Background: an optimization exercise with open tools, aiming at small area, a short achievable clock period and few clock cycles per item. Do not read the settings as production practice.
In this exercise RTL edits were held to simulation tests only and were not proved equivalent to the original.
No activity file was given, so power comes from the tool's default toggle rates.

==> flow/design.v <==
`default_nettype none
package wbps_pkg;
  localparam int MAX_PATTERN_DEFAULT = 32;
  localparam int OFFSET_BITS_DEFAULT = 16;
  localparam int CFG_DATA_W   = 64;
  localparam int CFG_IDX_W    = 3;
  localparam int LEN_REG_W    = 6;
  localparam int PAT_REGS     = 4;
  localparam int PAT_BYTES    = PAT_REGS * CFG_DATA_W / 8;
  localparam int OFFSET_OUT_W = 16;
  localparam logic [7:0] WILDCARD_BYTE = 8'h2A;
  typedef struct packed {
    logic [7:0] region_byte;
    logic       region_end;
  } in_t;
  typedef struct packed {
    logic                    found;
    logic [OFFSET_OUT_W-1:0] match_offset;
  } out_t;
endpackage
`default_nettype wire
`default_nettype none
module wbps_cfg (
  input  wire logic         clk_i,
  input  wire logic         rst_ni,
  input  wire logic         cfg_we_i,
  input  wire logic [2:0]   cfg_idx_i,
  input  wire logic [63:0]  cfg_data_i,
  output logic      [4:0]   nm1_o,
  output logic      [3:0]   wvld_o,
  output logic [3:0][63:0]  pat_o
);
  logic [4:0]       nm1_q;
  logic [3:0]       wvld_q;
  logic [3:0][63:0] pat_q;
  logic [5:0]       lw;
  logic [4:0]       nm1_d;
  assign lw    = cfg_data_i[5:0];
  assign nm1_d = (lw == 6'd0) ? 5'd0 : (lw > 6'd32) ? 5'd31 : 5'(lw - 6'd1);
  always_ff @(posedge clk_i or negedge rst_ni) begin
    if (!rst_ni) begin
      nm1_q  <= 5'd0;
      wvld_q <= 4'd0;
    end else if (cfg_we_i) begin
      if (cfg_idx_i == 3'd0) nm1_q <= nm1_d;
      for (int w = 0; w < 4; w++) begin
        if (cfg_idx_i == 3'(w + 1)) wvld_q[w] <= 1'b1;
      end
    end
  end
  always_ff @(posedge clk_i) begin
    for (int w = 0; w < 4; w++) begin
      if (cfg_we_i && cfg_idx_i == 3'(w + 1)) pat_q[w] <= cfg_data_i;
    end
  end
  assign nm1_o  = nm1_q;
  assign wvld_o = wvld_q;
  assign pat_o  = pat_q;
endmodule
`default_nettype wire
`default_nettype none
module wbps_window (
  input  wire logic         clk_i,
  input  wire logic         step_i,      
  input  wire logic         first_i,     
  input  wire logic [4:0]   nm1_i,
  output logic      [15:0]  off_o
);
  logic [15:0] off_q;
  logic [15:0] n16;
  assign n16 = 16'(nm1_i) + 16'd1;
  logic inc;
  assign inc = step_i && (off_q != ~n16);
  always_ff @(posedge clk_i) begin
    if (step_i && first_i) begin
      off_q <= 16'd1 - n16;
    end else begin
      off_q <= off_q + 16'(inc);
    end
  end
  assign off_o = off_q;
endmodule
`default_nettype wire
`default_nettype none
module wbps_match (
  input  wire logic         clk_i,
  input  wire logic         load_i,
  input  wire logic         restart_i,
  input  wire logic [7:0]   byte_i,
  input  wire logic [3:0]   wvld_i,
  input  wire logic [3:0][63:0] pat_i,
  input  wire logic [4:0]   nm1_i,
  output logic              hit_o
);
  logic [31:0] eq;
  logic [31:0] st_q;
  logic        zero_byte;
  assign zero_byte = (byte_i == 8'h00);
  always_comb begin
    for (int k = 0; k < 32; k++) begin
      if (wvld_i[k / 8]) begin
        eq[k] = (pat_i[k / 8][(k % 8) * 8 +: 8] == wbps_pkg::WILDCARD_BYTE) ||
                (pat_i[k / 8][(k % 8) * 8 +: 8] == byte_i);
      end else begin
        eq[k] = zero_byte;
      end
    end
  end
  always_ff @(posedge clk_i) begin
    if (load_i) begin
      st_q <= eq & {st_q[30:0] & {31{!restart_i}}, 1'b1};
    end
  end
  assign hit_o = st_q[nm1_i];
endmodule
`default_nettype wire
`default_nettype none
module wildcard_byte_pattern_scanner_core (
  input  wire logic         clk_i,
  input  wire logic         rst_ni,
  input  wire logic         cfg_we_i,
  input  wire logic [2:0]   cfg_idx_i,
  input  wire logic [63:0]  cfg_data_i,
  input  wire logic         in_valid_i,
  input  wire wbps_pkg::in_t in_data_i,
  output logic              in_stall_o,
  output logic              out_valid_o,
  output wbps_pkg::out_t    out_data_o,
  input  wire logic         out_stall_i
);
  logic [4:0]       nm1;
  logic [3:0]       wvld;
  logic [3:0][63:0] pat;
  logic             load;
  logic             step;
  logic             hit;
  logic [15:0]      off;
  logic             last_q;    
  logic             first_q;   
  logic             fresh_q;   
  logic             done_q;    
  logic             ov_q;
  logic             found_q;
  assign in_stall_o = out_stall_i;
  assign load       = in_valid_i && !out_stall_i;
  assign step       = fresh_q && !out_stall_i;
  wbps_cfg u_cfg (
    .clk_i      (clk_i),
    .rst_ni     (rst_ni),
    .cfg_we_i   (cfg_we_i),
    .cfg_idx_i  (cfg_idx_i),
    .cfg_data_i (cfg_data_i),
    .nm1_o      (nm1),
    .wvld_o     (wvld),
    .pat_o      (pat)
  );
  wbps_match u_match (
    .clk_i     (clk_i),
    .load_i    (load),
    .restart_i (last_q),
    .byte_i    (in_data_i.region_byte),
    .wvld_i    (wvld),
    .pat_i     (pat),
    .nm1_i     (nm1),
    .hit_o     (hit)
  );
  wbps_window u_window (
    .clk_i   (clk_i),
    .step_i  (step),
    .first_i (first_q),
    .nm1_i   (nm1),
    .off_o   (off)
  );
  always_ff @(posedge clk_i or negedge rst_ni) begin
    if (!rst_ni) begin
      last_q  <= 1'b1;
      fresh_q <= 1'b0;
      ov_q    <= 1'b0;
    end else if (!out_stall_i) begin
      fresh_q <= in_valid_i;
      ov_q    <= fresh_q && !done_q && (hit || last_q);
      if (in_valid_i) last_q <= in_data_i.region_end;
    end
  end
  always_ff @(posedge clk_i) begin
    if (load) begin
      first_q <= last_q;
      done_q  <= !last_q && (done_q || hit);
    end
    if (!out_stall_i) found_q <= hit;
  end
  assign out_valid_o             = ov_q;
  assign out_data_o.found        = found_q;
  assign out_data_o.match_offset = found_q ? off : 16'd0;
endmodule
`default_nettype wire
`default_nettype none
module wbps_top (
  input  wire logic        clk_i,
  input  wire logic        rst_ni,
  input  wire logic        cfg_we_i,
  input  wire logic [2:0]  cfg_idx_i,
  input  wire logic [63:0] cfg_data_i,
  input  wire logic        in_valid_i,
  input  wire logic [7:0]  in_byte_i,
  input  wire logic        in_last_i,
  output logic             in_stall_o,
  output logic             out_valid_o,
  output logic             out_found_o,
  output logic [15:0]      out_offset_o,
  input  wire logic        out_stall_i
);
  wbps_pkg::in_t  in_data;
  wbps_pkg::out_t out_data;
  assign in_data.region_byte = in_byte_i;
  assign in_data.region_end  = in_last_i;
  assign out_found_o         = out_data.found;
  assign out_offset_o        = out_data.match_offset;
  wildcard_byte_pattern_scanner_core u_core (
    .clk_i       (clk_i),
    .rst_ni      (rst_ni),
    .cfg_we_i    (cfg_we_i),
    .cfg_idx_i   (cfg_idx_i),
    .cfg_data_i  (cfg_data_i),
    .in_valid_i  (in_valid_i),
    .in_data_i   (in_data),
    .in_stall_o  (in_stall_o),
    .out_valid_o (out_valid_o),
    .out_data_o  (out_data),
    .out_stall_i (out_stall_i)
  );
endmodule
`default_nettype wire
==> flow/flow/run.sh <==
#!/bin/bash
# Standard layout, with plain buf_1 cells as the port buffers.
set -euo pipefail
bash standard.sh "BUFFER_PORTS_ARGS=-buffer_cell sky130_fd_sc_hd__buf_1" finish > standard_flow.log 2>&1
==> flow/standard.sh <==
#!/bin/bash
# synth_recipe.tcl (not shown) runs the flow's synth.tcl, then flattens the netlist and writes it again
# the make line also repeats each setting of config.mk as NAME=value (left out here)
make -C /OpenROAD-flow-scripts/flow DESIGN_CONFIG=/design/flow/config.mk WORK_HOME=/design/flow/orfs CLKGATE_MAP_FILE= SYNTH_SCRIPT=/design/flow/synth_recipe.tcl "${@:-finish}"
==> flow/config.mk <==
export PLATFORM = sky130hd
export DESIGN_NAME = wbps_top
export DESIGN_NICKNAME = wbps_top
export VERILOG_FILES = /design/flow/design.v
export SDC_FILE = /design/flow/constraint.sdc
export NUM_CORES = 4
export LEC_CHECK = 0
export CAP_MARGIN = 0
export CORE_MARGIN = 2
export CORE_UTILIZATION = 62
export CTS_BUF_LIST = sky130_fd_sc_hd__clkbuf_16
export CTS_CLUSTER_DIAMETER = 80
export CTS_CLUSTER_SIZE = 32
export PLACE_DENSITY = 0.75
export SETUP_SLACK_MARGIN = 4.4
export SLEW_MARGIN = 0
==> flow/constraint.sdc <==
create_clock -name core_clock -period 7.5 [get_ports {clk_i}]
set_input_delay 1.5000 -clock core_clock [delete_from_list [all_inputs] [get_ports {clk_i}]]
set_output_delay 1.5000 -clock core_clock [all_outputs]
set_load 0.01 [all_outputs]
==> results_dict.tcl, run 1 <==
set metrics [dict create \
    grt_pass1_wl_microns 49300 \
    yosys.area.top_type "edfxtp_1" \
    clkTransAtPathRegs_ns 0.10 \
    htreeDepth 1 \
    reg2reg_depth 11 \
    finalNonFillerCells 1468 \
    finalNetCount 1231 \
    synth_cell_types 50 \
    ys_top_cells_by_area "edfxtp_1 (59%), xnor2_1 (14%), nand4_1 (2.7%), xor2_1 (2.3%), dfxtp_1 (2.2%)" \
    syn_nets 1144 \
    postCtsHoldBufs 0 \
    drt-pass1-iter-count 5 \
    ys_seq_elements 319 \
    hp-class "flop to flop" \
    vias_per_cell 6.06 \
    worst_slew_pin_slew_ns 1.05 \
    min_path_cells 1 \
    fin_setup_tns_ns 0 \
    cp.depth 2 \
    row_count 56 \
    cts_root_buf "clkbuf_16" \
    synth_area_per_cell_sq_um 14.0 \
    start_util_pct 63.0 \
    ioPinCount 100 \
    gp_congestion 0.847 \
    synth.most_common_cell "edfxtp_1" \
    die_w_microns 158 \
    postRouteAntennaNets 0 \
    rsz0062_at_grt "yes" \
    die_y_microns 158 \
    hold_viol_final 0 \
    n_antenna_cell 0 \
    setup_viol 0 \
    path_cells "buf_12 -> buf_6" \
    end_kind "primary output" \
    via_count 8892 \
    run_status "no timing/DRC/antenna violations" \
    grt-ovfl-total 0 \
    crit_type "input pin to primary output" \
    drt_iter0_drc 802 \
    place_inst 1442 \
    numCtsBuffers 15 \
    critPathTopFamily "buffers and inverters" \
    grt_max_degree 66 \
    synth_seq_area_share_pct 63.3 \
    max_freq_mhz 312 \
    start_kind "input pin" \
    critPathArrivalTime_ns 1.70 \
    placement.io_buffers 99 \
    die_area_sq_um 25100 \
    powerDensity_nw_per_um2 226 \
    cts_tree "yes" \
    synth_top_area_share_pct 59.1 \
    slew_violations 0 \
    core_area_sq_um 23500 \
    min_period_ns 3.20 \
    yosysWarnings 4 \
    antenna_found_initial 0 \
    area_delta_synth_final_pct 8.03 \
    cts.sinks 319 \
    critPathBufInv 2 \
    synth_edf_count 291 \
    slowest_stage "buf_6" \
    grt_pass1_vias 8712 \
    cp_max_fo 2 \
    wl_microns 32800 \
    vdd_drop_max_mv 0.216 \
    maxCapViolations 0 \
    synthFlopType "edfxtp_1" \
    relSlewSlack_pct 29.7 \
    drive_above_1_share_pct 6.35 \
    skew_ns 0.0242 \
    synthArstFlopShare_pct 3.76 \
    insertion_delay_ns 0.52 \
    netlist_instances 1056 \
    wire_per_inst_microns 22.3 \
    fin_crit_sh_pct 42.7 \
    grt_usage_pct 26.4 \
    cts_buffer_depth 3 \
    cpPeakStageDelay_ns 0.11 \
    syn_area_sq_um 14800 \
    critPathRequiredTime_ns 6.00 \
    leakage_nw 4.99 \
    synth_commonest_cells "edfxtp_1 (291), xnor2_1 (244), nand4_1 (64)" \
    dp_hpwl_microns 21000 \
    drc_errors 0 \
]
-- routing by layer --
layer  routed length [microns]  GRT usage (%)  part of all wire (%)  vias up
li1                          -              -                     -     4101
met4                       779           8.07                   2.4        0
met5                         0              0                     0        -
met2                     16200           45.0                    49      301
met1                     14000           36.4                    43     4431
met3                      1740           2.59                   5.3       59
-- cell type report --
class | instances | area [sq um]
Tap cell | 319 | 399
Multi-Input combinational cell | 683 | 5220
Sequential cell | 319 | 9360
Clock buffer | 15 | 375
Inverter | 10 | 37.5
Clock inverter | 8 | 67.6
Timing Repair Buffer | 114 | 522
Fill cell | 1651 | 7490
-- kinds of logic after synthesis --
family,count (synthesis),synth area share (%)
xor+xnor,283,16.8
simple gates,266,11.9
buf+inv,54,1.89
flops,319,63.3
fa+ha+maj,10,0.795
mux,22,1.54
compound gates,102,3.89
-- flip-flops by register name, summed over array words and instances (netlist names) --
register / cells
u_core.done_q: 1
u_core.first_q: 1
u_core.found_q: 1
u_core.fresh_q: 1
u_core.last_q: 1
u_core.ov_q: 1
u_core.u_cfg.nm1_q: 5
u_core.u_cfg.pat_q: 256
u_core.u_cfg.wvld_q: 4
u_core.u_match.st_q: 32
u_core.u_window.off_q: 16
-- stage by stage --
step	hold slack (ns)	instance area, sq um	total power (W)	setup WS (ns)	utilization [%]
3_5_place_dp	0.468	15500	0.00271	3.78	65.8
2_1_floorplan	0.448	14800	0.00255	4.40	-
5_1_grt	0.514	16000	0.00376	4.29	68.1
4_1_cts	0.498	15900	0.00362	4.30	67.9
6_report	0.490	16000	0.00361	4.30	68.1
3_3_place_gp	0.461	15500	0.00270	3.84	65.8
-- what timing repair did --
action	CTS	global route
gates resized for setup	12	5
setup endpoints to repair	35	31
buffers inserted	1	2
-- layout by cell type (no fill, tap or decap), drive strengths merged, types with 32 or more instances in the layout --
cell and count:
buf 106, a21oi 37, edfxtp 291, nor4bb 32, xnor2 244, and3 34, nand4 64, nand2 34
o21ai 39, xor2 39, nor4b 32
-- where the power goes --
group / switching (W) / internal, W
registers: 0.000103 / 0.00204
clock network: 0.000547 / 0.000385
logic: 0.000297 / 0.000239
-- final timing paths --
| kind | start | endpoint | slack [ns] |
|---|---|---|---|
| max in group asynchronous | rst_ni | u_core.u_cfg.nm1_q[1] | 6.08 |
| worst min register to register | u_core.u_cfg.wvld_q[3] | u_core.u_cfg.wvld_q[3] | 0.49 |
| min in group asynchronous | rst_ni | u_core.ov_q | 0.97 |
| worst max-delay path | out_stall_i | in_stall_o | 4.30 |
| worst min-delay path | u_core.u_cfg.wvld_q[3] | u_core.u_cfg.wvld_q[3] | 0.49 |
| worst max register to register | u_core.u_cfg.nm1_q[0] | u_core.u_window.off_q[10] | 4.58 |
Testbench counts, summed over its fixed seeds: cycles 110,095, items 109,783.
==> run 2, diff against run 1 <==
--- a/flow/config.mk
+++ b/flow/config.mk
@@ -7,3 +7,3 @@
 export LEC_CHECK = 0
-export CAP_MARGIN = 0
+export CAP_MARGIN = 5
 export CORE_MARGIN = 2
@@ -15,2 +15,2 @@
 export SETUP_SLACK_MARGIN = 4.4
-export SLEW_MARGIN = 0
+export SLEW_MARGIN = 5
==> run 2 against run 1 <==
Combinational power hardly changed. Critical path depth unchanged. Worst hold slack is the same. Final area unchanged. Clock-buffer cell count unchanged. Highest routed layer unchanged.
==> results_dict.tcl, run 2 <==
set metrics [dict create \
    run_status "no timing/DRC/antenna violations" \
    path_cells "buf_12 -> buf_6" \
    ys_seq_elements 319 \
    final_cell_mix "edfxtp_1 (291), xnor2_1 (244), buf_1 (89)" \
    die_w_microns 158 \
    ioPinCount 100 \
    synth_commonest_cells "edfxtp_1 (291), xnor2_1 (244), nand4_1 (64)" \
    wl_met1_microns 14000 \
    wire_per_inst_microns 22.3 \
    syn_area_sq_um 14800 \
    top_regs "u_core.u_cfg.pat_q (256), u_core.u_match.st_q (32), u_core.u_window.off_q (16)" \
    min_period_ns 3.20 \
    drc_errors 0 \
    largest_reg_flops 256 \
    yosysWarnings 4 \
    maxCapViolations 0 \
    final_common_cell "edfxtp_1" \
    vias_per_cell 6.06 \
    area_delta_synth_final_pct 8.03 \
    synth_top_area_share_pct 59.1 \
    rsz0062_at_grt "yes" \
    row_count 56 \
    drt_iter0_drc 802 \
    finalNetCount 1231 \
    synth_edf_count 291 \
    seqPwrFrac_pct 59.4 \
    cpPeakStageDelay_ns 0.11 \
    end_kind "primary output" \
    leakage_nw 4.99 \
    synth_area_per_cell_sq_um 14.0 \
    worst_slew_pin_slew_ns 1.05 \
    highest_layer "met4" \
    syn_nets 1144 \
    pre_cts_ws_ns 3.78 \
    internal_power_w 0.00267 \
    gp_congestion 0.847 \
    start_util_pct 63.0 \
    n_antenna_cell 0 \
    fin_setup_tns_ns 0 \
    fillers 1651 \
    regMostFlops "u_core.u_cfg.pat_q" \
    start_kind "input pin" \
    htreeDepth 1 \
    synth_cell_types 50 \
    clkTransAtPathRegs_ns 0.10 \
    antenna_found_initial 0 \
    critPathRequiredTime_ns 6.00 \
    max_freq_mhz 312 \
    wl_microns 32800 \
    slew_violations 0 \
    netlist_instances 1056 \
    placement.io_buffers 99 \
    ys_top_cells_by_area "edfxtp_1 (59%), xnor2_1 (14%), nand4_1 (2.7%), xor2_1 (2.3%), dfxtp_1 (2.2%)" \
    cts_root_buf "clkbuf_16" \
    fin_crit_sh_pct 42.7 \
    cts_tree "yes" \
    grt_pass1_vias 8712 \
    cts_buffer_depth 3 \
    critPathBufInv 2 \
    critPathTopFamily "buffers and inverters" \
    yosys.area.top_type "edfxtp_1" \
    cts.sinks 319 \
    worst_slack_ns 4.30 \
    clock_power_share_pct 25.8 \
    insertion_delay_ns 0.52 \
    hold_viol_final 0 \
    die_area_sq_um 25100 \
    synthFlopType "edfxtp_1" \
    drive_above_1_share_pct 6.35 \
    dp_hpwl_microns 21000 \
    core_area_sq_um 23500 \
    p_sw_share_pct 26.2 \
    seq_area_sq_um 9360 \
    slowest_stage "buf_6" \
    met2WireLength_microns 16200 \
    wl_met3_microns 1740 \
    grt_usage_pct 26.4 \
    cp_max_fo 2 \
    setup_viol 0 \
    synth.most_common_cell "edfxtp_1" \
    multi_input_area_sq_um 5220 \
    via_count 8892 \
    grt-ovfl-total 0 \
    whs_ns 0.490 \
    drt-pass1-iter-count 5 \
    p_sw_w 0.000947 \
    vdd_drop_max_mv 0.216 \
    hp-class "flop to flop" \
    combPwrFrac_pct 14.8 \
    numCtsBuffers 15 \
    skew_ns 0.0242 \
    powerDensity_nw_per_um2 226 \
    postRouteAntennaNets 0 \
    crit_type "input pin to primary output" \
    synth_seq_area_share_pct 63.3 \
    critPathArrivalTime_ns 1.70 \
    synthArstFlopShare_pct 3.76 \
    grt_max_degree 66 \
    die_y_microns 158 \
    final_util_pct 68.1 \
    relSlewSlack_pct 29.7 \
    grt_pass1_wl_microns 49300 \
]
-- run 2: cell counts after synthesis --
Identical to the previous run, type by type.
-- run 2: final timing paths --
| check | from | endpoint | slack (ns) | depth (start not counted) |
|---|---|---|---|---|
| max in group asynchronous | rst_ni | u_core.u_cfg.nm1_q[1] | 6.08 | 1 |
| setup reg to reg | u_core.u_cfg.nm1_q[0] | u_core.u_window.off_q[10] | 4.58 | 11 |
| hold reg to reg | u_core.u_cfg.wvld_q[3] | u_core.u_cfg.wvld_q[3] | 0.49 | 1 |
| hold / removal | u_core.u_cfg.wvld_q[3] | u_core.u_cfg.wvld_q[3] | 0.49 | 1 |
| setup / recovery | out_stall_i | in_stall_o | 4.30 | 2 |
| min in group asynchronous | rst_ni | u_core.ov_q | 0.97 | 1 |
-- run 2: routing by layer --
layer  vias to the layer above  GRT usage (%)
li1                       4101              -
met1                      4431           36.4
met2                       301           45.0
met3                        59           2.59
met4                         0           8.07
met5                         -              0
-- run 2: power by group through the flow --
stage	registers (W)	clock network, W	logic, W
global placement	0.00219	0	0.000508
global route	0.00216	0.00100	0.000592
CTS	0.00215	0.000947	0.000521
finish	0.00215	0.000932	0.000535
floorplan	0.00214	0	0.000410
detailed placement	0.00219	0	0.000516
-- run 2: cell type report --
class                      count  area share [%]
timing repair buffer         114            3.26
tap                          319            2.50
clock buffer                  15            2.35
multi-input combinational    683            32.7
clock inverter                 8           0.423
inverter                      10           0.235
sequential                   319            58.6
-- run 2: timing repair --
| item | in CTS | in global routing |
|---|---|---|
| cloned | 0 | 0 |
| resized for setup | 12 | 5 |
| setup buffers | 1 | 2 |
| hold buffers | 0 | 0 |
| setup endpoints to repair | 35 | 31 |
-- run 2: cell families after synthesis --
logic type	share of synthesized area [%]
AO/OA/AOI/OAI	3.89
XOR/XNOR	16.8
adder cells (fa/ha/maj)	0.795
buffers and inverters	1.89
flip-flops	63.3
multiplexers	1.54
AND/OR/NAND/NOR	11.9
-- run 2: stage by stage --
| step | instance area (sq um) | power (W) | std cells |
|---|---|---|---|
| 2_1_floorplan | 14800 | 0.00255 | 1056 |
| 3_3_place_gp | 15500 | 0.00270 | 1442 |
| 3_5_place_dp | 15500 | 0.00271 | 1442 |
| 4_1_cts | 15900 | 0.00362 | 1466 |
| 5_1_grt | 16000 | 0.00376 | 1468 |
| 6_report | 16000 | 0.00361 | 1468 |
==> run 3, diff against run 2 <==
--- a/flow/config.mk
+++ b/flow/config.mk
@@ -7,3 +7,3 @@
 export LEC_CHECK = 0
-export CAP_MARGIN = 5
+export CAP_MARGIN = 20
 export CORE_MARGIN = 2
@@ -15,2 +15,2 @@
 export SETUP_SLACK_MARGIN = 4.4
-export SLEW_MARGIN = 5
+export SLEW_MARGIN = 20
==> run 3 against run 2 <==
Wire length stayed put. Non-clock buffer count unchanged. Clock skew did not move. Sequential cell count unchanged. Combinational power is essentially flat. First-iteration DRC count stayed put. Critical path depth unchanged. Global-route usage unchanged.
==> results_dict.tcl, run 3 <==
set metrics [dict create \
    run_status "no timing/DRC/antenna violations" \
    area_delta_synth_final_pct 8.03 \
    synth_commonest_cells "edfxtp_1 (291), xnor2_1 (244), nand4_1 (64)" \
    end_kind "primary output" \
    final_common_cell "edfxtp_1" \
    maxCapViolations 0 \
    grt-ovfl-total 0 \
    fillers 1651 \
    rrSetupSlack_ns 4.58 \
    synth_seq_area_share_pct 63.3 \
    yosys.area.top_type "edfxtp_1" \
    hold_viol_final 0 \
    skew_ns 0.0242 \
    netlist_instances 1056 \
    antenna_found_initial 0 \
    drt_iter0_drc 802 \
    die_y_microns 158 \
    min_period_ns 3.20 \
    ioPinCount 100 \
    fin_crit_sh_pct 42.7 \
    grt_usage_pct 26.4 \
    htreeDepth 1 \
    r2r-end "u_core.u_window.off_q[10]" \
    critPathArrivalTime_ns 1.70 \
    ys_top_cells_by_area "edfxtp_1 (59%), xnor2_1 (14%), nand4_1 (2.7%), xor2_1 (2.3%), dfxtp_1 (2.2%)" \
    start_kind "input pin" \
    synth_area_per_cell_sq_um 14.0 \
    synthArstFlopShare_pct 3.76 \
    fin_setup_tns_ns 0 \
    multi_input_area_sq_um 5220 \
    yosysWarnings 4 \
    postCtsHoldBufs 0 \
    n_antenna_cell 0 \
    min_to "u_core.u_cfg.wvld_q[3]" \
    syn_area_sq_um 14800 \
    powerDensity_nw_per_um2 226 \
    setup_viol 0 \
    gp_congestion 0.847 \
    largest_reg_flops 256 \
    clkTransAtPathRegs_ns 0.10 \
    seq_area_sq_um 9360 \
    core_area_sq_um 23500 \
    reg2reg_depth 11 \
    fin_area_sq_um 16000 \
    max_freq_mhz 312 \
    worst_slew_pin_slew_ns 1.05 \
    slowest_stage "buf_6" \
    regMostFlops "u_core.u_cfg.pat_q" \
    relSlewSlack_pct 29.7 \
    cts_root_buf "clkbuf_16" \
    die_area_sq_um 25100 \
    grt_pass1_vias 8712 \
    rr_startpoint "u_core.u_cfg.nm1_q[0]" \
    drt-pass1-iter-count 5 \
    critPathTopFamily "buffers and inverters" \
    cts_buffer_depth 3 \
    finalPower_w 0.00361 \
    cpPeakStageDelay_ns 0.11 \
    die_w_microns 158 \
    drive_above_1_share_pct 6.35 \
    cp_max_fo 2 \
    ys_seq_elements 319 \
    drc_errors 0 \
    synth_top_area_share_pct 59.1 \
    dpl_cell_area_sq_um 15500 \
    critPathBufInv 2 \
    grt_max_degree 66 \
    numCtsBuffers 15 \
    syn_nets 1144 \
    path_cells "buf_12 -> buf_6" \
    final_cell_mix "edfxtp_1 (291), xnor2_1 (244), buf_1 (89)" \
    leakage_nw 4.99 \
    grt_pass1_wl_microns 49300 \
    hp-class "flop to flop" \
    insertion_delay_ns 0.52 \
    synthFlopType "edfxtp_1" \
    via_count 8892 \
    start_util_pct 63.0 \
    row_count 56 \
    critPathRequiredTime_ns 6.00 \
    top_regs "u_core.u_cfg.pat_q (256), u_core.u_match.st_q (32), u_core.u_window.off_q (16)" \
    synth.most_common_cell "edfxtp_1" \
    slew_violations 0 \
    postRouteAntennaNets 0 \
    synth_edf_count 291 \
    rsz0062_at_grt "yes" \
    crit_type "input pin to primary output" \
    min-delay-start "u_core.u_cfg.wvld_q[3]" \
    synth_cell_types 50 \
    placement.io_buffers 99 \
    cts_tree "yes" \
    wl_microns 32800 \
    min_path_cells 1 \
    dp_hpwl_microns 21000 \
    wire_per_inst_microns 22.3 \
    vias_per_cell 6.06 \
    cts.sinks 319 \
    finalNetCount 1231 \
    vdd_drop_max_mv 0.216 \
]
run 3: where the power goes:
part	internal (W)	switching, W	leakage (nW)
Combinational	0.000239	0.000297	1.84
Sequential	0.00204	0.000103	2.92
Clock	0.000385	0.000547	0.224
Total	0.00267	0.000947	4.99
run 3: kinds of logic (layout without fill, tap and decap cells):
logic type               after synthesis  in the layout  share of synthesized area [%]
AND/OR/NAND/NOR                      266            266                           11.9
adder cells (fa/ha/maj)               10             10                          0.795
multiplexers                          22             22                           1.54
XOR/XNOR                             283            283                           16.8
AO/OA/AOI/OAI                        102            102                           3.89
flip-flops                           319            319                           63.3
buffers and inverters                 54            147                           1.89
run 3: metal layers:
| metal | track usage (%) | share of wire (%) |
|---|---|---|
| met1 | 36.4 | 43 |
| met2 | 45.0 | 49 |
| met3 | 2.59 | 5.3 |
| met4 | 8.07 | 2.4 |
| met5 | 0 | 0 |
run 3: layout make-up:
type	instances	area share (%)
flip-flops and latches	319	58.6
multi-input cells	683	32.7
repair buffers	114	3.26
well taps	319	2.50
clock buffers	15	2.35
clock inverters	8	0.423
inverters	10	0.235
run 3: worst max path at each step:
stage                 startpoint                      end  slack (ns)  cells past startpoint
floorplan               cfg_we_i    u_core.u_cfg.pat_q[0]        4.40                      3
global placement    in_byte_i[1]  u_core.u_match.st_q[28]        3.84                      6
detailed placement  in_byte_i[1]  u_core.u_match.st_q[28]        3.78                      6
CTS                  out_stall_i               in_stall_o        4.30                      2
global route         out_stall_i               in_stall_o        4.29                      2
finish               out_stall_i               in_stall_o        4.30                      2
run 3: what timing repair did:
action | CTS | global route
gates resized for setup | 12 | 5
buffers inserted | 1 | 2
endpoints found under the hold margin | 0 | 0
setup endpoints to repair | 35 | 31
pin swaps | 0 | 0
run 3: metrics by stage:
| stage | utilization [%] | hold WS, ns | std cells | worst slack (ns) |
|---|---|---|---|---|
| 6_report | 68.1 | 0.490 | 1468 | 4.30 |
| 3_5_place_dp | 65.8 | 0.468 | 1442 | 3.78 |
| 5_1_grt | 68.1 | 0.514 | 1468 | 4.29 |
| 2_1_floorplan | - | 0.448 | 1056 | 4.40 |
| 3_3_place_gp | 65.8 | 0.461 | 1442 | 3.84 |
| 4_1_cts | 67.9 | 0.498 | 1466 | 4.30 |
==> run 4, diff against run 3 <==
--- a/flow/config.mk
+++ b/flow/config.mk
@@ -9,3 +9,3 @@
 export CORE_MARGIN = 2
-export CORE_UTILIZATION = 62
+export CORE_UTILIZATION = 72
 export CTS_BUF_LIST = sky130_fd_sc_hd__clkbuf_16
@@ -13,3 +13,3 @@
 export CTS_CLUSTER_SIZE = 32
-export PLACE_DENSITY = 0.75
+export PLACE_DENSITY = 0.85
 export SETUP_SLACK_MARGIN = 4.4
==> run 4 against run 3 <==
Final cell count shrank 3.3%. Clock power fell by 0.9%. Sequential cell count unchanged. Critical endpoint unchanged. Power is 0.24% lower. Still clean. Area after synthesis stayed put. Largest cell class unchanged. Via count increased by 1.7%. Wire length fell by 2.7%. Non-clock buffer count is 1 higher.
==> results_dict.tcl, run 4 <==
set metrics [dict create \
    synthArstFlopShare_pct 3.76 \
    critPathBufInv 2 \
    maxCapViolations 0 \
    fillers 1207 \
    insertion_delay_ns 0.50 \
    fin_crit_sh_pct 42.8 \
    rsz0062_at_grt "yes" \
    final_util_pct 78.9 \
    wire_per_inst_microns 22.5 \
    grt-ovfl-total 0 \
    postRouteAntennaNets 0 \
    synthFlopType "edfxtp_1" \
    core_area_sq_um 20200 \
    largest_reg_flops 256 \
    relSlewSlack_pct 32.0 \
    top_regs "u_core.u_cfg.pat_q (256), u_core.u_match.st_q (32), u_core.u_window.off_q (16)" \
    regMostFlops "u_core.u_cfg.pat_q" \
    critPathRequiredTime_ns 6.00 \
    synth.most_common_cell "edfxtp_1" \
    drc_errors 0 \
    yosysWarnings 4 \
    seq_area_sq_um 9370 \
    leakage_nw 4.98 \
    hold_viol_final 0 \
    vias_per_cell 6.37 \
    netlist_instances 1056 \
    powerDensity_nw_per_um2 227 \
    drt-pass1-iter-count 5 \
    syn_area_sq_um 14800 \
    slew_violations 0 \
    min_to "u_core.u_cfg.wvld_q[2]" \
    cp_max_fo 4 \
    run_status "no timing/DRC/antenna violations" \
    crit_type "input pin to primary output" \
    die_y_microns 147 \
    r2r-end "u_core.u_window.off_q[12]" \
    htreeDepth 1 \
    ys_seq_elements 319 \
    n_antenna_cell 0 \
    drive_above_1_share_pct 6.18 \
    synth_seq_area_share_pct 63.3 \
    whs_ns 0.486 \
    fin_setup_tns_ns 0 \
    rr_startpoint "u_core.u_cfg.nm1_q[2]" \
    finalNetCount 1232 \
    die_area_sq_um 21700 \
    cts_buffer_depth 3 \
    skew_ns 0.0101 \
    grt_max_degree 66 \
    worst_slew_pin_slew_ns 1.02 \
    reg2reg_depth 11 \
    grt_usage_pct 29.8 \
    antenna_found_initial 0 \
    row_count 52 \
    synth_area_per_cell_sq_um 14.0 \
    die_w_microns 147 \
    synth_commonest_cells "edfxtp_1 (291), xnor2_1 (244), nand4_1 (64)" \
    synth_edf_count 291 \
    multi_input_area_sq_um 5180 \
    max_freq_mhz 311 \
    hp-class "flop to flop" \
    setup_viol 0 \
    drt_iter0_drc 739 \
    cts.sinks 319 \
    slowest_stage "buf_6" \
    vdd_drop_max_mv 0.221 \
    via_count 9043 \
    clkTransAtPathRegs_ns 0.10 \
    placement.io_buffers 99 \
    min_period_ns 3.21 \
    cts_tree "yes" \
    synth_top_area_share_pct 59.1 \
    start_util_pct 73.4 \
    min-delay-start "u_core.u_cfg.wvld_q[2]" \
    yosys.area.top_type "edfxtp_1" \
    area_delta_synth_final_pct 7.48 \
    rrSetupSlack_ns 4.73 \
    synth_cell_types 50 \
    cpPeakStageDelay_ns 0.11 \
    start_kind "input pin" \
    cts_root_buf "clkbuf_16" \
    min_path_cells 1 \
    critPathTopFamily "buffers and inverters" \
    syn_nets 1144 \
    grt_pass1_wl_microns 49000 \
    gp_congestion 0.857 \
    grt_pass1_vias 9035 \
    critPathArrivalTime_ns 1.71 \
    ys_top_cells_by_area "edfxtp_1 (59%), xnor2_1 (14%), nand4_1 (2.7%), xor2_1 (2.3%), dfxtp_1 (2.2%)" \
    end_kind "primary output" \
    ioPinCount 100 \
    final_cell_mix "edfxtp_1 (291), xnor2_1 (244), buf_1 (89)" \
    wl_microns 31900 \
    path_cells "buf_12 -> buf_6" \
    numCtsBuffers 15 \
    final_common_cell "edfxtp_1" \
    dp_hpwl_microns 20500 \
]
run 4: cell counts after synthesis:
No cell type changed its count.
run 4: kinds of logic (layout without fill, tap and decap cells):
| logic type | Yosys count | after routing | synth area share (%) |
|---|---|---|---|
| adders and majority gates | 10 | 10 | 0.795 |
| buffers and inverters | 54 | 147 | 1.89 |
| and+or+nand+nor | 266 | 266 | 11.9 |
| muxes | 22 | 22 | 1.54 |
| AOI/OAI and AO/OA | 102 | 102 | 3.89 |
| xor gates and xnor gates | 283 | 283 | 16.8 |
| DFF | 319 | 319 | 63.3 |
run 4: timing repair:
item	4_1_cts	5_1_grt
hold buffers	0	0
buffers inserted	0	4
pin swaps	0	0
endpoints found under the setup margin	8	5
gates resized for setup	2	10
run 4: how the worst max path moves through the flow:
stage                           start                     to  slack (ns)  cells past startpoint
final                     out_stall_i             in_stall_o        4.29                      2
after global routing      out_stall_i             in_stall_o        4.28                      2
after CTS                 out_stall_i             in_stall_o        4.17                      2
after detailed placement  out_stall_i             in_stall_o        4.04                      2
after global placement    out_stall_i             in_stall_o        4.07                      2
after floorplan              cfg_we_i  u_core.u_cfg.pat_q[0]        4.40                      3
run 4: worst register-to-register path: stages (launching register included):
cell and delay (ns):
dfrtp_1 0.50, nand3_1 0.27, or2_2 0.39, xor2_1 0.15
nor4_1 0.22, a21oi_1 0.11, ha_1 0.23, ha_1 0.26
and3_1 0.20, nand4_1 0.11, xor2_1 0.14, o21ai_0 0.08
run 4: area by class of cell:
cell class                 count  area share (%)
inverter                      10           0.236
multi-input combinational    683            32.6
tap                          270            2.12
clock buffer                  15            2.36
timing repair buffer         115            3.30
sequential                   319            58.9
clock inverter                 7           0.496
run 4: per-layer routing:
layer	up-vias	share of wire [%]	global-route usage, %
li1	4091	-	-
met1	4478	39	39.1
met2	400	52	52.5
met3	74	6.5	3.07
met4	0	2.7	10.0
met5	-	0	0
run 4: power breakdown:
group | switching, W | leakage [nW] | internal [W]
registers | 0.000104 | 2.92 | 0.00204
clock network | 0.000536 | 0.222 | 0.000388
logic | 0.000297 | 1.83 | 0.000236
run 4: metrics by stage:
stage | cells | area (sq um) | worst slack (ns) | total power (W)
after floorplan | 1056 | 14800 | 4.40 | 0.00255
after global placement | 1393 | 15400 | 4.07 | 0.00269
after detailed placement | 1393 | 15400 | 4.04 | 0.00271
after CTS | 1415 | 15800 | 4.17 | 0.00360
after global routing | 1419 | 15900 | 4.28 | 0.00374
final | 1419 | 15900 | 4.29 | 0.00360
==> run 5, diff against run 4 <==
==> flow/run.sh (new file) <==
#!/bin/bash
# synth_recipe.tcl (not shown) runs the flow's synth.tcl, then flattens the netlist and writes it again
# the make line also repeats each setting of config.mk as NAME=value (left out here)
make -C /OpenROAD-flow-scripts/flow DESIGN_CONFIG=/design/flow/config.mk WORK_HOME=/design/flow/orfs CLKGATE_MAP_FILE= SYNTH_SCRIPT=/design/flow/synth_recipe.tcl finish
--- a/flow/config.mk
+++ b/flow/config.mk
@@ -9,3 +9,3 @@
 export CORE_MARGIN = 2
-export CORE_UTILIZATION = 72
+export CORE_UTILIZATION = 62
 export CTS_BUF_LIST = sky130_fd_sc_hd__clkbuf_16
@@ -13,3 +13,3 @@
 export CTS_CLUSTER_SIZE = 32
-export PLACE_DENSITY = 0.85
+export PLACE_DENSITY = 0.75
 export SETUP_SLACK_MARGIN = 4.4
removed: flow/flow/run.sh
removed: flow/standard.sh
==> run 5 against run 4 <==
Still clean. Setup slack better by 0.0024 ns. Worst hold slack better by 0.0087 ns. Combinational power up about 10%. Register-to-register slack worse by 0.07 ns. Power up 3.1%. Non-clock buffer count up 2. Core utilization down 8.2 points. Critical path type unchanged. Critical endpoint unchanged. Largest power group unchanged.
==> results_dict.tcl, run 5 <==
set metrics [dict create \
    via_count 8807 \
    start_util_pct 63.0 \
    end_kind "primary output" \
    slowest_stage "buf_6" \
    cts_buffer_depth 3 \
    postRouteAntennaNets 0 \
    fin_crit_sh_pct 42.8 \
    cts.sinks 319 \
    seq_area_sq_um 9370 \
    critPathBufInv 2 \
    gp_congestion 0.813 \
    min_period_ns 3.21 \
    htreeDepth 1 \
    grt_pass1_wl_microns 48500 \
    synth_cell_types 50 \
    synth_edf_count 291 \
    drt-pass1-iter-count 5 \
    final_cell_mix "edfxtp_1 (291), xnor2_1 (244), clkdlybuf4s50_1 (71)" \
    final_common_cell "edfxtp_1" \
    critPathRequiredTime_ns 6.00 \
    die_area_sq_um 25100 \
    regMostFlops "u_core.u_cfg.pat_q" \
    hold_viol_final 0 \
    multi_input_area_sq_um 5190 \
    syn_nets 1144 \
    synth.most_common_cell "edfxtp_1" \
    dp_hpwl_microns 20300 \
    skew_ns 0.0194 \
    synth_area_per_cell_sq_um 14.0 \
    dpl_cell_area_sq_um 16000 \
    core_area_sq_um 23500 \
    postCtsHoldBufs 0 \
    vias_per_cell 5.98 \
    n_antenna_cell 0 \
    worst_slew_pin_slew_ns 1.02 \
    synth_seq_area_share_pct 63.3 \
    finalPower_w 0.00371 \
    critPathArrivalTime_ns 1.71 \
    yosysWarnings 4 \
    drive_above_1_share_pct 6.76 \
    highest_layer "met4" \
    start_kind "input pin" \
    leakage_nw 5.32 \
    path_cells "buf_12 -> buf_6" \
    numCtsBuffers 15 \
    cpPeakStageDelay_ns 0.11 \
    met2WireLength_microns 16400 \
    cts_root_buf "clkbuf_16" \
    slew_violations 0 \
    antenna_found_initial 0 \
    top_regs "u_core.u_cfg.pat_q (256), u_core.u_match.st_q (32), u_core.u_window.off_q (16)" \
    cp_max_fo 2 \
    die_y_microns 158 \
    relSlewSlack_pct 31.8 \
    synthArstFlopShare_pct 3.76 \
    maxCapViolations 0 \
    grt_usage_pct 26.1 \
    die_w_microns 158 \
    wl_microns 32100 \
    setup_viol 0 \
    clkTransAtPathRegs_ns 0.12 \
    drc_errors 0 \
    grt-ovfl-total 0 \
    grt_pass1_vias 8712 \
    powerDensity_nw_per_um2 224 \
    run_status "no timing/DRC/antenna violations" \
    synth_top_area_share_pct 59.1 \
    rsz0062_at_grt "yes" \
    drt_iter0_drc 738 \
    synthFlopType "edfxtp_1" \
    max_freq_mhz 312 \
    fillers 1621 \
    yosys.area.top_type "edfxtp_1" \
    cts_tree "yes" \
    synth_commonest_cells "edfxtp_1 (291), xnor2_1 (244), nand4_1 (64)" \
    insertion_delay_ns 0.51 \
    grt_max_degree 66 \
    vdd_drop_max_mv 0.191 \
    wl_met3_microns 1530 \
    hp-class "flop to flop" \
    largest_reg_flops 256 \
    ys_top_cells_by_area "edfxtp_1 (59%), xnor2_1 (14%), nand4_1 (2.7%), xor2_1 (2.3%), dfxtp_1 (2.2%)" \
    row_count 56 \
    crit_type "input pin to primary output" \
    critPathTopFamily "buffers and inverters" \
    ys_seq_elements 319 \
    wl_met1_microns 13200 \
    netlist_instances 1056 \
    area_delta_synth_final_pct 12.1 \
    fin_setup_tns_ns 0 \
    wire_per_inst_microns 21.8 \
    placement.io_buffers 99 \
    finalNetCount 1234 \
    fin_area_sq_um 16600 \
    syn_area_sq_um 14800 \
    ioPinCount 100 \
]
-- run 5: metal layers --
layer | track usage (%) | up-vias
met4 | 7.51 | 0
met5 | 0 | -
met1 | 34.3 | 4399
li1 | - | 4102
met3 | 2.50 | 62
met2 | 46.6 | 244
-- run 5: per-stage QoR --
| stage | std cells | hold slack (ns) | setup slack (ns) | utilization [%] |
|---|---|---|---|---|
| 2_1_floorplan | 1056 | 0.448 | 4.40 | - |
| 3_3_place_gp | 1442 | 0.460 | 3.29 | 68.3 |
| 3_5_place_dp | 1442 | 0.467 | 3.26 | 68.3 |
| 4_1_cts | 1469 | 0.494 | 4.29 | 70.4 |
| 5_1_grt | 1473 | 0.505 | 4.29 | 70.6 |
| 6_report | 1473 | 0.494 | 4.29 | 70.6 |
-- run 5: kinds of logic (layout without fill, tap and decap cells) --
kind of cell	Yosys count	count (layout)	synth area share (%)
muxes	22	22	1.54
AOI/OAI and AO/OA	102	102	3.89
adders and majority gates	10	10	0.795
xor gates and xnor gates	283	283	16.8
DFF	319	319	63.3
and+or+nand+nor	266	266	11.9
buffers and inverters	54	152	1.89
-- run 5: final timing paths --
| path | from | end | slack, ns | cells after the start |
|---|---|---|---|---|
| setup reg to reg | u_core.u_cfg.nm1_q[1] | u_core.u_window.off_q[12] | 4.66 | 11 |
| hold reg to reg | u_core.u_cfg.wvld_q[2] | u_core.u_cfg.wvld_q[2] | 0.49 | 1 |
| min in group asynchronous | rst_ni | u_core.ov_q | 1.36 | 1 |
| hold / removal | u_core.u_cfg.wvld_q[2] | u_core.u_cfg.wvld_q[2] | 0.49 | 1 |
| setup / recovery | out_stall_i | in_stall_o | 4.29 | 2 |
| max in group asynchronous | rst_ni | u_core.u_cfg.nm1_q[1] | 5.69 | 1 |
-- run 5: final cells by class --
cell class                      count  share of cell area, %
Multi-Input combinational cell    683                   31.3
Inverter                           10                  0.226
Timing Repair Buffer              117                   6.60
Clock buffer                       15                   2.26
Tap cell                          319                   2.41
Clock inverter                     10                  0.694
Sequential cell                   319                   56.5
-- run 5: report_power, final --
part	total [W]	leakage, nW	internal (W)	switching [W]
Clock	0.000980	0.242	0.000427	0.000553
Combinational	0.000589	2.15	0.000291	0.000298
Sequential	0.00214	2.92	0.00204	0.000102
Total	0.00371	5.32	0.00276	0.000953
-- run 5: timing repair --
action | 4_1_cts | 5_1_grt
setup endpoints to repair | 32 | 18
resized for setup | 32 | 6
setup buffers | 2 | 4

## re-timing with driven ports
How much do the figures lean on ideal ports? The routed layouts below were timed once more, with nothing changed but the port constraints. Step 1 sets driving cells, clkbuf_16 on the clock port and buf_2 on the other inputs (assumed; they add their load-dependent delay and slew). Step 2 moves the port delays by t, midway between the first and last clock arrival at a register: inputs arrive t later, outputs are due t later. That takes back most of the time a late clock gives input paths. Slacks: ideal ports / drivers / drivers and shift; pairs: ideal ports / drivers.
| run | shift t [ns] | setup slack, ns | latest minus earliest clock arrival (ns) | worst slew at a driven data input, ns |
|---|---|---|---|---|
| run 1 | 0.560 | 4.295 / 4.247 / 3.966 | 0.030 / 0.030 | 0.06 |
| run 2 | 0.560 | 4.295 / 4.247 / 3.966 | 0.030 / 0.030 | 0.06 |
| run 3 | 0.560 | 4.295 / 4.247 / 3.966 | 0.030 / 0.030 | 0.06 |
| run 4 | 0.540 | 4.288 / 4.239 / 4.091 | 0.010 / 0.011 | 0.06 |
| run 5 | 0.552 | 4.290 / 4.243 / 3.975 | 0.021 / 0.021 | 0.06 |
After both steps setup and hold are still met in every run listed.
